From an optimization exercise on the open Yosys and OpenROAD flow, aimed at small area; shortcuts taken in it are not production practice.
In this exercise RTL edits were held to simulation tests only and were not proved equivalent to the original.
Power is estimated from default activity; no workload was simulated.

==> inputs of exp/delta <==
// exec_datapath
module exec_datapath
(
  input  logic              clock,
  input  logic              reset,
  input  logic              reg_write,
  input  logic [ADDR_W-1:0] write_reg,
  input  logic [DATA_W-1:0] write_data,
  input  logic [ADDR_W-1:0] read_reg1,
  input  logic [ADDR_W-1:0] read_reg2,
  output logic [DATA_W-1:0] read_data1,
  output logic [DATA_W-1:0] read_data2,
  input  logic [5:0]        opcode,
  input  logic [5:0]        funct,
  input  logic [DATA_W-1:0] alu_a,
  input  logic [DATA_W-1:0] alu_b,
  output logic [2:0]        alu_con,
  output logic [DATA_W-1:0] alu_result,
  output logic              zero,
  output logic              overflow
);
  exec_pkg::alu_op_e w_alu_op;
  reg_file u_reg_file (
    .clock      (clock),
    .reset      (reset),
    .reg_write  (reg_write),
    .write_reg  (write_reg),
    .write_data (write_data),
    .read_reg1  (read_reg1),
    .read_reg2  (read_reg2),
    .read_data1 (read_data1),
    .read_data2 (read_data2)
  );
  always_comb begin
    w_alu_op = ALU_ADD;
    case (opcode)
      RTYPE: begin
        case (funct)
          FN_ADD, FN_ADDU: w_alu_op = ALU_ADD;
          FN_SUB, FN_SUBU: w_alu_op = ALU_SUB;
          FN_AND:          w_alu_op = ALU_AND;
          FN_OR:           w_alu_op = ALU_OR;
          FN_XOR:          w_alu_op = ALU_XOR;
          FN_NOR:          w_alu_op = ALU_NOR;
          FN_SLT:          w_alu_op = ALU_SLT;
          FN_SLTU:         w_alu_op = ALU_SLTU;
          default:         w_alu_op = ALU_ADD;
        endcase
      end
      ADDI:     w_alu_op = ALU_ADD;
      ANDI:     w_alu_op = ALU_AND;
      ORI:      w_alu_op = ALU_OR;
      LW, SW:   w_alu_op = ALU_ADD;
      BEQ, BNE: w_alu_op = ALU_SUB;
      J:        w_alu_op = ALU_ADD;
      default:  w_alu_op = ALU_ADD;
    endcase
  end
  assign alu_con = w_alu_op;
  logic              w_sub;
  ...
export LEC_CHECK = 0
export CAP_MARGIN = 20
export CORE_MARGIN = 2
export CORE_UTILIZATION = 45
export CTS_BUF_LIST = sky130_fd_sc_hd__clkbuf_4 sky130_fd_sc_hd__clkbuf_8
export SLEW_MARGIN = 20
create_clock -name core_clock -period 8.0 [get_ports {clock}]
standard.sh (not shown) runs the stock make flow with config.mk's settings and CLKGATE_MAP_FILE= SYNTH_SCRIPT=/design/flow/synth_recipe.tcl, a recipe that flattens the netlist after the stock synthesis.
==> flow/flow/run.sh <==
#!/bin/bash
# The standard layout (standard.sh) with these changes:
#  - synthesis: the standard flow's script with flow/hooks.tcl added (read-port gate
#    modules mapped to cells; abc maps the ALU with the speed script and the
#    rest with flow/area.abc); flip-flop mapping is the standard flow's;
#  - smaller port buffers;
#  - a clock tree built without dummy loads.
# Each tool's full output goes to standard.log.
set -e
here=$(pwd)
export FLOW_FLOW_DIR=$here/flow
{ head -n 1 synth_recipe.tcl; cat flow/hooks.tcl; tail -n +2 synth_recipe.tcl; } > flow_synth.tcl
sed "s|SYNTH_SCRIPT=[^ ]*|SYNTH_SCRIPT=$here/flow_synth.tcl|" standard.sh > flow_standard.sh
bash flow_standard.sh \
  BUFFER_PORTS_ARGS="-buffer_cell sky130_fd_sc_hd__buf_2" \
  CTS_ARGS="-sink_clustering_enable -repair_clock_nets -dont_use_dummy_load -buf_list {sky130_fd_sc_hd__clkbuf_4 sky130_fd_sc_hd__clkbuf_8}" \
  finish > standard.log 2>&1
==> flow/flow/hooks.tcl <==
# Additions to the standard flow's synthesis script. run.sh inserts this file after the
# first line of synth_recipe.tcl (the standard flow's synth wrapper), so both procs below
# wrap the commands that the rest of the standard flow's script calls.
set flow_dir $::env(FLOW_FLOW_DIR)

# The read ports are written in the RTL as small gate modules whose ports match
# library cells. Before the first synth call, their instances become those
# cells and the modules are dropped, so the read ports keep that structure.
rename synth synth_recipe
proc synth {args} {
  if { ![info exists ::gates_mapped] } {
    set ::gates_mapped 1
    foreach {mod cell} {
      rf_aoi222 sky130_fd_sc_hd__a222oi_1
      rf_aoi22  sky130_fd_sc_hd__a22oi_1
      rf_nand4  sky130_fd_sc_hd__nand4_1
      rf_nand3  sky130_fd_sc_hd__nand3_1
      rf_or3    sky130_fd_sc_hd__or3_1
    } {
      yosys chtype -map $mod $cell
      yosys delete $mod
    }
  }
  synth_recipe {*}$args
}

# abc maps the ALU (the input cone of the ALU outputs) with the speed script
# that the standard flow's flow uses, and the rest of the logic with an area script.
proc abc {args} {
  set i [lsearch $args -script]
  set speed [lreplace $args $i [expr {$i + 1}] -script $::flow_dir/speed.abc]
  set area [lreplace $args $i [expr {$i + 1}] -script $::flow_dir/area.abc]
  set top $::env(DESIGN_NAME)
  yosys select -set alu $top/o:alu_result $top/o:zero %u $top/o:overflow %u $top/o:alu_con %u %ci*
  yosys select -set rest $top/* @alu %d
  yosys abc {*}$speed @alu
  yosys abc {*}$area @rest
  yosys select -clear
}
==> flow/flow/speed.abc <==
&get -n
&st
&dch
&nf
&st
&syn2
&if -g -K 6
&synch2
&nf
&st
&syn2
&if -g -K 6
&synch2
&nf
&st
&syn2
&if -g -K 6
&synch2
&nf
&st
&syn2
&if -g -K 6
&synch2
&nf
&st
&syn2
&if -g -K 6
&synch2
&nf
&put
buffer -c
topo
stime -c
upsize -c
dnsize -c
Other scripts of this flow, unchanged in this note and not shown: flow/flow/area.abc
==> exp/violet: changes against exp/delta <==
--- a/flow/design.v
+++ b/flow/design.v
@@ -97,52 +97,52 @@
   output logic        y
 );
   logic [10:0] w_n;
   logic [2:0]  w_o;
   for (genvar k = 0; k < 10; k++) begin : g_aoi
-    rf_aoi222 u_aoi (
+    gate_aoi222 u_aoi (
       .A1(d[3*k]),   .A2(s[3*k]),
       .B1(d[3*k+1]), .B2(s[3*k+1]),
       .C1(d[3*k+2]), .C2(s[3*k+2]),
       .Y(w_n[k])
     );
   end
-  rf_aoi22  u_aoi_l (.A1(d[30]), .A2(s[30]), .B1(d[31]), .B2(s[31]), .Y(w_n[10]));
-  rf_nand4  u_nd0 (.A(w_n[0]), .B(w_n[1]), .C(w_n[2]),  .D(w_n[3]), .Y(w_o[0]));
-  rf_nand4  u_nd1 (.A(w_n[4]), .B(w_n[5]), .C(w_n[6]),  .D(w_n[7]), .Y(w_o[1]));
-  rf_nand3  u_nd2 (.A(w_n[8]), .B(w_n[9]), .C(w_n[10]), .Y(w_o[2]));
-  rf_or3    u_or  (.A(w_o[0]), .B(w_o[1]), .C(w_o[2]), .X(y));
-endmodule
-module rf_aoi222
+  gate_aoi22  u_aoi_l (.A1(d[30]), .A2(s[30]), .B1(d[31]), .B2(s[31]), .Y(w_n[10]));
+  gate_nand4  u_nd0 (.A(w_n[0]), .B(w_n[1]), .C(w_n[2]),  .D(w_n[3]), .Y(w_o[0]));
+  gate_nand4  u_nd1 (.A(w_n[4]), .B(w_n[5]), .C(w_n[6]),  .D(w_n[7]), .Y(w_o[1]));
+  gate_nand3  u_nd2 (.A(w_n[8]), .B(w_n[9]), .C(w_n[10]), .Y(w_o[2]));
+  gate_or3    u_or  (.A(w_o[0]), .B(w_o[1]), .C(w_o[2]), .X(y));
+endmodule
+module gate_aoi222
 (
   input  logic A1, A2, B1, B2, C1, C2,
   output logic Y
 );
   assign Y = !((A1 && A2) || (B1 && B2) || (C1 && C2));
 endmodule
-module rf_aoi22
+module gate_aoi22
 (
   input  logic A1, A2, B1, B2,
   output logic Y
 );
   assign Y = !((A1 && A2) || (B1 && B2));
 endmodule
-module rf_nand4
+module gate_nand4
 (
   input  logic A, B, C, D,
   output logic Y
 );
   assign Y = !(A && B && C && D);
 endmodule
-module rf_nand3
+module gate_nand3
 (
   input  logic A, B, C,
   output logic Y
 );
   assign Y = !(A && B && C);
 endmodule
-module rf_or3
+module gate_or3
 (
   input  logic A, B, C,
   output logic X
 );
   assign X = A || B || C;
@@ -207,42 +207,49 @@
       default:  w_alu_op = ALU_ADD;
     endcase
   end
   assign alu_con = w_alu_op;
   logic              w_sub;
-  logic [DATA_W-1:0] w_bx, w_p, w_g, w_t, w_c, w_sum;
+  logic [DATA_W-1:0] w_bx, w_p, w_g, w_c, w_sum;
   logic              w_cout, w_slt, w_sltu, w_ovf, w_zsum, w_zlog;
   logic [DATA_W-1:0] w_log;
   assign w_sub = (w_alu_op == ALU_SUB) || (w_alu_op == ALU_SLT) || (w_alu_op == ALU_SLTU);
-  assign w_bx  = alu_b ^ {DATA_W{w_sub}};
-  assign w_p   = alu_a ^ w_bx;
-  assign w_g   = alu_a & w_bx;
+  for (genvar i = 0; i < DATA_W; i++) begin : g_pg
+    gate_xor2 u_bx (.A(alu_b[i]), .B(w_sub), .X(w_bx[i]));
+    gate_ha   u_pg (.A(alu_a[i]), .B(w_bx[i]), .SUM(w_p[i]), .COUT(w_g[i]));
+  end
   logic [DATA_W-1:0] gg [6];
   logic [DATA_W-1:0] pp [6];
-  assign gg[0] = {w_g[DATA_W-1:1], w_g[0] | (w_p[0] & w_sub)};
+  gate_ao21 u_cin (.A1(w_p[0]), .A2(w_sub), .B1(w_g[0]), .X(gg[0][0]));
+  assign gg[0][DATA_W-1:1] = w_g[DATA_W-1:1];
   assign pp[0] = w_p;
   for (genvar l = 0; l < 5; l++) begin : g_pre
     for (genvar i = 0; i < DATA_W; i++) begin : g_bit
       if (((i >> l) & 1) == 1) begin : g_op
         localparam int SRC = ((i >> l) << l) - 1;
-        assign gg[l+1][i] = gg[l][i] | (pp[l][i] & gg[l][SRC]);
-        assign pp[l+1][i] = pp[l][i] & pp[l][SRC];
+        gate_ao21 u_g (.A1(pp[l][i]), .A2(gg[l][SRC]), .B1(gg[l][i]), .X(gg[l+1][i]));
+        if (((i >> (l + 1)) != 0) && ((i >> (l + 1)) != (i >> 5))) begin : g_p
+          gate_and2 u_p (.A(pp[l][i]), .B(pp[l][SRC]), .X(pp[l+1][i]));
+        end else begin : g_nop
+          assign pp[l+1][i] = 1'b0;  
+        end
       end else begin : g_pass
         assign gg[l+1][i] = gg[l][i];
         assign pp[l+1][i] = pp[l][i];
       end
     end
   end
   assign w_c    = {gg[5][DATA_W-2:0], w_sub};
   assign w_cout = gg[5][DATA_W-1];
-  assign w_sum  = w_p ^ w_c;
+  for (genvar i = 0; i < DATA_W; i++) begin : g_sum
+    gate_xor2 u_s (.A(w_p[i]), .B(w_c[i]), .X(w_sum[i]));
+  end
   assign w_ovf  = (alu_a[DATA_W-1] == w_bx[DATA_W-1]) &&
                   (w_sum[DATA_W-1] != alu_a[DATA_W-1]);
   assign w_slt  = w_sum[DATA_W-1] ^ w_ovf;
   assign w_sltu = !w_cout;
-  assign w_t    = {alu_a[DATA_W-2:0] | w_bx[DATA_W-2:0], w_sub};
-  assign w_zsum = (w_p == w_t);
+  assign w_zsum = (w_sum == '0);
   always_comb begin
     case (w_alu_op)
       ALU_AND: w_log = w_g;
       ALU_OR:  w_log = w_g | w_p;
       ALU_NOR: w_log = ~(w_g | w_p);
@@ -273,6 +280,35 @@
         zero       = w_zsum;
       end
     endcase
   end
 endmodule
+module gate_ao21
+(
+  input  logic A1, A2, B1,
+  output logic X
+);
+  assign X = (A1 && A2) || B1;
+endmodule
+module gate_xor2
+(
+  input  logic A, B,
+  output logic X
+);
+  assign X = A ^ B;
+endmodule
+module gate_ha
+(
+  input  logic A, B,
+  output logic SUM, COUT
+);
+  assign SUM  = A ^ B;
+  assign COUT = A && B;
+endmodule
+module gate_and2
+(
+  input  logic A, B,
+  output logic X
+);
+  assign X = A && B;
+endmodule
 `default_nettype wire
==> flow/flow/run.sh (replaced) <==
#!/bin/bash
# The standard layout (standard.sh) with these changes:
#  - synthesis: the standard flow's script with flow/hooks.tcl added (the RTL's gate
#    modules mapped to cells; abc maps the rest with flow/area.abc);
#    flip-flop mapping is the standard flow's;
#  - smaller port buffers;
#  - a clock tree built without dummy loads, with sinks clustered by
#    CTS_CLUSTER_SIZE and CTS_CLUSTER_DIAMETER;
# Each tool's full output goes to standard.log.
set -e
here=$(pwd)
export FLOW_FLOW_DIR=$here/flow
{ head -n 1 synth_recipe.tcl; cat flow/hooks.tcl; tail -n +2 synth_recipe.tcl; } > flow_synth.tcl
sed "s|SYNTH_SCRIPT=[^ ]*|SYNTH_SCRIPT=$here/flow_synth.tcl|" standard.sh > flow_standard.sh
bash flow_standard.sh \
  BUFFER_PORTS_ARGS="-buffer_cell sky130_fd_sc_hd__buf_1" \
  CTS_ARGS="-sink_clustering_enable -repair_clock_nets -dont_use_dummy_load -buf_list {sky130_fd_sc_hd__clkbuf_4 sky130_fd_sc_hd__clkbuf_8} -sink_clustering_size 16 -sink_clustering_max_diameter 60" \
  finish > standard.log 2>&1
==> flow/flow/hooks.tcl (replaced) <==
# Additions to the standard flow's synthesis script. run.sh inserts this file after the
# first line of synth_recipe.tcl (the standard flow's synth wrapper), so both procs below
# wrap the commands that the rest of the standard flow's script calls.
set flow_dir $::env(FLOW_FLOW_DIR)

# The read ports are written in the RTL as small gate modules whose ports match
# library cells. Before the first synth call, their instances become those
# cells and the modules are dropped, so the read ports keep that structure.
rename synth synth_recipe
proc synth {args} {
  if { ![info exists ::gates_mapped] } {
    set ::gates_mapped 1
    foreach {mod cell} {
      gate_aoi222 sky130_fd_sc_hd__a222oi_1
      gate_aoi22  sky130_fd_sc_hd__a22oi_1
      gate_nand4  sky130_fd_sc_hd__nand4_1
      gate_nand3  sky130_fd_sc_hd__nand3_1
      gate_or3    sky130_fd_sc_hd__or3_1
      gate_ao21   sky130_fd_sc_hd__a21o_1
      gate_and2   sky130_fd_sc_hd__and2_1
      gate_xor2   sky130_fd_sc_hd__xor2_1
      gate_ha     sky130_fd_sc_hd__ha_1
    } {
      yosys chtype -map $mod $cell
      yosys delete $mod
    }
  }
  synth_recipe {*}$args
}

# abc maps the logic with an area script (flow/area.abc) in place of the
# speed script; the prefix adder and the read ports are already cells.
proc abc {args} {
  set i [lsearch $args -script]
  yosys abc {*}[lreplace $args $i [expr {$i + 1}] -script $::flow_dir/area.abc]
}
- CTS_CLUSTER_DIAMETER: default -> 60
- CTS_CLUSTER_SIZE: default -> 16
removed: flow/flow/speed.abc
==> qor summary <==
Status: exp/violet no timing/DRC/antenna violations; exp/delta no timing/DRC/antenna violations
FF-to-FF End: exp/violet u_reg_file.r_valid[14]$_DFF_PP0_; exp/delta u_reg_file.r_valid[31]$_DFF_PP0_
Minimum clock period: exp/violet 7.70 ns; exp/delta 7.74 ns
H-tree depth: exp/violet 3; exp/delta 4
Layout multi-input combinational cell count: exp/violet 1606; exp/delta 1626
Actual slew at the worst max-slew pin: exp/violet 1.25 ns; exp/delta 1.14 ns
Part of the power in combinational logic: exp/violet 11.6%; exp/delta 10.2%
Yosys Warn Count: exp/violet 7; exp/delta 5
Die Footprint: exp/violet 99800 um^2; exp/delta 103000 um^2
Internal portion of total power: exp/violet 7.16 mW; exp/delta 8.15 mW
CP bufs+invs: exp/violet 2; exp/delta 5
Initial standard-cell utilization of the core: exp/violet 45.3%; exp/delta 45.3%
Clock group total power: exp/violet 2.47 mW; exp/delta 3.64 mW
Unique masters post-synth: exp/violet 38; exp/delta 65
Count of standard-cell rows: exp/violet 114; exp/delta 116
Average wire per standard cell: exp/violet 38.6 um; exp/delta 40.3 um
Fraction of area in registers: exp/violet 62.6%; exp/delta 59.6%
Number of inverters outside the clock class in the layout: exp/violet 4; exp/delta 111

## static timing again, ports no longer ideal
Ports are ideal in the flow. The routed layouts listed here were re-timed in OpenROAD. Step 1 (the two cells are an assumption about what drives the block):
set clk [get_ports {clock}]
set_driving_cell -lib_cell sky130_fd_sc_hd__clkbuf_16 $clk
set_driving_cell -lib_cell sky130_fd_sc_hd__buf_2 [delete_from_list [all_inputs] $clk]
Step 2 adds t to the input delays and takes it off the output delays; t is the mean of the earliest and latest rising clock arrival at the registers after step 1. Input paths then give back, and output paths get back, about the clock's delay inside the block. a / b / c = ideal / step 1 / step 2; a / b = the first two.
run	t, ns	setup WS [ns]	hold slack, ns	worst setup path after step 2
exp/delta	0.877	0.261 / 0.229 / 0.229	0.495 / 0.495 / 0.495	input to output
exp/violet	0.793	0.298 / 0.278 / 0.278	0.496 / 0.496 / 0.496	input to output
After both steps setup and hold are still met in every run listed. For exp/delta, which loses most, drivers alone change the setup slack by -0.032 ns; drivers and shift together by -0.032 ns.
